From an optimization exercise on the open Yosys and OpenROAD flow, aimed at small area; shortcuts taken in it are not production practice.
In this exercise RTL edits were held to simulation tests only and were not proved equivalent to the original.
No activity file was given, so power comes from the tool's default toggle rates.

## the baseline
==> flow/design.v <==
package segPkg;
  localparam int NUM_LAYERS = 4;
  localparam int PIX_W = 8;
  typedef logic [PIX_W-1:0] pixel_t;
  typedef logic [PIX_W-1:0] weight_t;
  typedef logic [NUM_LAYERS*PIX_W-1:0] layerVec_t;
  typedef logic [NUM_LAYERS-1:0] layerMask_t;
  localparam weight_t WEIGHT_MAX = 8'd255;
endpackage
`timescale 1ns/1ps
module bgLayerMatch (
  input  segPkg::pixel_t    cur_i,
  input  segPkg::pixel_t    th_i,
  input  segPkg::layerVec_t layer_i,
  output logic [3:0]        match_o
);
  function automatic logic lt8(input logic [7:0] x, input logic [7:0] y);
    logic c;
    c = 1'b0;
    for (int k = 0; k < 8; k++) begin
      c = (~x[k] & y[k]) | (~x[k] & c) | (y[k] & c);
    end
    lt8 = c;
  endfunction
  logic [8:0] hi;    
  logic [8:0] lo;    
  always_comb begin
    logic c;
    c = 1'b0;
    for (int k = 0; k < 8; k++) begin
      hi[k] = cur_i[k] ^ th_i[k] ^ c;
      c     = (cur_i[k] & th_i[k]) | (cur_i[k] & c) | (th_i[k] & c);
    end
    hi[8] = c;
    c = 1'b1;
    for (int k = 0; k < 8; k++) begin
      lo[k] = cur_i[k] ^ ~th_i[k] ^ c;
      c     = (cur_i[k] & ~th_i[k]) | (cur_i[k] & c) | (~th_i[k] & c);
    end
    lo[8] = ~c;
  end
  always_comb begin
    for (int i = 0; i < 4; i++) begin
      match_o[i] = (hi[8] | lt8(layer_i[i*8 +: 8], hi[7:0])) &
                   (lo[8] | lt8(lo[7:0], layer_i[i*8 +: 8]));
    end
  end
endmodule
`timescale 1ns/1ps
module fgDecide (
  input  logic [3:0]        matched_i,
  input  segPkg::layerVec_t bgLayerW_i,
  input  segPkg::weight_t   bgTh_i,
  output logic              mask_o,
  output logic [3:0]        winner_o,
  output logic              noMatch_o
);
  function automatic logic lt8(input logic [7:0] x, input logic [7:0] y);
    logic c;
    c = 1'b0;
    for (int k = 0; k < 8; k++) begin
      c = (~x[k] & y[k]) | (~x[k] & c) | (y[k] & c);
    end
    lt8 = c;
  endfunction
  logic [3:0] strongMatch;
  always_comb begin
    for (int i = 0; i < 4; i++) begin
      strongMatch[i] = matched_i[i] & lt8(bgTh_i, bgLayerW_i[i*8 +: 8]);
    end
  end
  assign mask_o = ~(|strongMatch);
  assign winner_o[3] = matched_i[3];
  assign winner_o[2] = matched_i[2] & ~matched_i[3];
  assign winner_o[1] = matched_i[1] & ~(|matched_i[3:2]);
  assign winner_o[0] = matched_i[0] & ~(|matched_i[3:1]);
  assign noMatch_o   = ~(|matched_i);
endmodule
`timescale 1ns/1ps
module bgColorUpdate (
  input  logic              update_i,
  input  logic [3:0]        winner_i,
  input  logic              noMatch_i,
  input  segPkg::pixel_t    cur_i,
  input  segPkg::layerVec_t layer_i,
  output segPkg::layerVec_t layer_o
);
  function automatic logic lt8(input logic [7:0] x, input logic [7:0] y);
    logic c;
    c = 1'b0;
    for (int k = 0; k < 8; k++) begin
      c = (~x[k] & y[k]) | (~x[k] & c) | (y[k] & c);
    end
    lt8 = c;
  endfunction
  segPkg::pixel_t bw;     
  segPkg::pixel_t nw;     
  logic           up, dn;
  always_comb begin
    bw = '0;
    for (int i = 0; i < 4; i++) begin
      bw = bw | (layer_i[i*8 +: 8] & {8{winner_i[i]}});
    end
  end
  assign up = lt8(bw, cur_i);
  assign dn = lt8(cur_i, bw);
  always_comb begin
    logic p;
    p = up | dn;
    for (int k = 0; k < 8; k++) begin
      nw[k] = bw[k] ^ p;
      p     = p & (bw[k] ^ dn);
    end
  end
  always_comb begin
    for (int i = 0; i < 4; i++) begin
      layer_o[i*8 +: 8] = (update_i & winner_i[i]) ? nw : layer_i[i*8 +: 8];
    end
    if (update_i & noMatch_i) layer_o[7:0] = cur_i;
  end
endmodule
`timescale 1ns/1ps
module bgWeightUpdate (
  input  logic              update_i,
  input  logic [3:0]        winner_i,
  input  logic              noMatch_i,
  input  segPkg::weight_t   buildStep_i,
  input  segPkg::layerVec_t weight_i,
  output segPkg::layerVec_t weight_o
);
  segPkg::weight_t ww;     
  segPkg::weight_t wNew;   
  segPkg::layerVec_t dec;  
  always_comb begin
    ww = '0;
    for (int i = 0; i < 4; i++) begin
      ww = ww | (weight_i[i*8 +: 8] & {8{winner_i[i]}});
    end
  end
  always_comb begin
    logic [8:0] s;
    logic c;
    c = 1'b0;
    for (int k = 0; k < 8; k++) begin
      s[k] = ww[k] ^ buildStep_i[k] ^ c;
      c    = (ww[k] & buildStep_i[k]) | (ww[k] & c) | (buildStep_i[k] & c);
    end
    s[8] = c;
    wNew = (s[8] | (&s[7:0])) ? ww : s[7:0];
  end
  always_comb begin
    for (int i = 0; i < 4; i++) begin
      logic [7:0] w;
      logic z;
      w = weight_i[i*8 +: 8];
      z = 1'b1;
      for (int k = 0; k < 8; k++) begin
        dec[i*8 + k] = w[k] ^ (z & (|w));
        z = z & ~w[k];
      end
    end
  end
  always_comb begin
    for (int i = 0; i < 4; i++) begin
      if (!update_i) begin
        weight_o[i*8 +: 8] = weight_i[i*8 +: 8];
      end else if (winner_i[i]) begin
        weight_o[i*8 +: 8] = wNew;
      end else begin
        weight_o[i*8 +: 8] = dec[i*8 +: 8];
      end
    end
    if (update_i & noMatch_i) weight_o[7:0] = '0;
  end
endmodule
`timescale 1ns/1ps
module segOutReg (
  input  logic      clk_i,
  input  logic      arstN_i,
  input  logic      mask_i,
  input  segPkg::layerVec_t updY_i,
  input  segPkg::layerVec_t updU_i,
  input  segPkg::layerVec_t updV_i,
  input  segPkg::layerVec_t updW_i,
  output segPkg::layerVec_t newLayerY_o,
  output segPkg::layerVec_t newLayerU_o,
  output segPkg::layerVec_t newLayerV_o,
  output segPkg::layerVec_t newLayerW_o,
  output logic      mask_o
);
  always_ff @(posedge clk_i or negedge arstN_i) begin
    if (!arstN_i) begin
      newLayerY_o <= '0;
      newLayerU_o <= '0;
      newLayerV_o <= '0;
      newLayerW_o <= '0;
      mask_o      <= 1'b0;
    end else begin
      newLayerY_o <= updY_i;
      newLayerU_o <= updU_i;
      newLayerV_o <= updV_i;
      newLayerW_o <= updW_i;
      mask_o      <= mask_i;
    end
  end
endmodule
`timescale 1ns/1ps
module segCore (
  input  logic      clk_i,
  input  logic      arstN_i,
  input  segPkg::pixel_t    bdThY_i,
  input  segPkg::pixel_t    bdThU_i,
  input  segPkg::pixel_t    bdThV_i,
  input  segPkg::weight_t   bgTh_i,
  input  logic      update_i,
  input  segPkg::weight_t   buildStep_i,
  input  segPkg::pixel_t    curY_i,
  input  segPkg::pixel_t    curU_i,
  input  segPkg::pixel_t    curV_i,
  input  segPkg::layerVec_t bgLayerY_i,
  input  segPkg::layerVec_t bgLayerU_i,
  input  segPkg::layerVec_t bgLayerV_i,
  input  segPkg::layerVec_t bgLayerW_i,
  output segPkg::layerVec_t newLayerY_o,
  output segPkg::layerVec_t newLayerU_o,
  output segPkg::layerVec_t newLayerV_o,
  output segPkg::layerVec_t newLayerW_o,
  output logic      mask_o
);
  logic [3:0] mY, mU, mV, matched;
  logic [3:0] winner;
  logic       noMatch;
  logic       maskComb;
  segPkg::layerVec_t updY, updU, updV, updW;
  bgLayerMatch i_mY (.cur_i(curY_i), .th_i(bdThY_i), .layer_i(bgLayerY_i), .match_o(mY));
  bgLayerMatch i_mU (.cur_i(curU_i), .th_i(bdThU_i), .layer_i(bgLayerU_i), .match_o(mU));
  bgLayerMatch i_mV (.cur_i(curV_i), .th_i(bdThV_i), .layer_i(bgLayerV_i), .match_o(mV));
  assign matched = mY & mU & mV;
  fgDecide i_decide (
    .matched_i  (matched),
    .bgLayerW_i (bgLayerW_i),
    .bgTh_i     (bgTh_i),
    .mask_o     (maskComb),
    .winner_o   (winner),
    .noMatch_o  (noMatch)
  );
  bgColorUpdate i_updY (.update_i(update_i), .winner_i(winner), .noMatch_i(noMatch),
                        .cur_i(curY_i), .layer_i(bgLayerY_i), .layer_o(updY));
  bgColorUpdate i_updU (.update_i(update_i), .winner_i(winner), .noMatch_i(noMatch),
                        .cur_i(curU_i), .layer_i(bgLayerU_i), .layer_o(updU));
  bgColorUpdate i_updV (.update_i(update_i), .winner_i(winner), .noMatch_i(noMatch),
                        .cur_i(curV_i), .layer_i(bgLayerV_i), .layer_o(updV));
  bgWeightUpdate i_updW (
    .update_i    (update_i),
    .winner_i    (winner),
    .noMatch_i   (noMatch),
    .buildStep_i (buildStep_i),
    .weight_i    (bgLayerW_i),
    .weight_o    (updW)
  );
  segOutReg i_outReg (
    .clk_i       (clk_i),
    .arstN_i     (arstN_i),
    .mask_i      (maskComb),
    .updY_i      (updY),
    .updU_i      (updU),
    .updV_i      (updV),
    .updW_i      (updW),
    .newLayerY_o (newLayerY_o),
    .newLayerU_o (newLayerU_o),
    .newLayerV_o (newLayerV_o),
    .newLayerW_o (newLayerW_o),
    .mask_o      (mask_o)
  );
endmodule
Settings: LEC_CHECK=0, ABC_AREA=1, CAP_MARGIN=20, CORE_MARGIN=2, CORE_UTILIZATION=40, SLEW_MARGIN=20; clock period 10.0 ns.
run.sh (not shown) runs the stock make flow with config.mk's settings and CLKGATE_MAP_FILE= SYNTH_SCRIPT=/design/flow/synth_recipe.tcl, a recipe that flattens the netlist after the stock synthesis.
The final layout from the baseline, which completed every stage, passed the timing, design-rule and antenna checks at the end of the flow.
Inputs modified between the baseline and the candidate:
- removing ABC_AREA (formerly 1)
### Flow results
- Routed wire length: the candidate > the baseline
- Higher shortest period the worst path allows among the candidate and the baseline: the candidate
- Per the comparison of the candidate with the baseline, power spent charging and discharging nets higher, cell area higher.
- On the candidate: worst hold slack is 0.026 ns lower than what the baseline gave.
- The candidate against the baseline: part of the power in the clock network saw a decrease; area after synthesis was more or less identical.
- Layout overhead on the synthesized area in the candidate is 8.4 points above the baseline.
- Changes observed in the candidate relative to the baseline: number of standard cells in the final layout excluding fillers lost 291; core utilization picked up an extra 3.4 points.
- Having completed the whole flow, the baseline delivered a layout that passed the timing, design-rule and antenna checks.
- The candidate completed end to end; final checks failed (setup timing).

re-timing with driven ports:
The results above use ideal ports. As a check the final layouts listed here were re-extracted and re-timed, cells and wires unchanged.
Step 1 sets driving cells, clkbuf_16 on the clock port and buf_2 on the other inputs (assumed; they add their load-dependent delay and slew).
Step 2, shift: input delay + t, output delay - t, t = (earliest + latest rising clock arrival at the registers) / 2. This alone moves slack from input paths to output paths.
Slacks: ideal ports / drivers / drivers and shift; pairs: ideal ports / drivers.
run | t (ns) | setup slack, ns | slew at the worst register clock pin (ns)
the baseline | 0.493 | 0.234 / 0.259 / -0.234 | 0.07 / 0.07
the candidate | 0.514 | -0.386 / -0.366 / -0.880 | 0.07 / 0.07
With both steps, setup timing fails in the baseline, where it was met with ideal ports. For the candidate, which loses most, drivers alone change the setup slack by +0.020 ns; drivers and shift together by -0.494 ns.
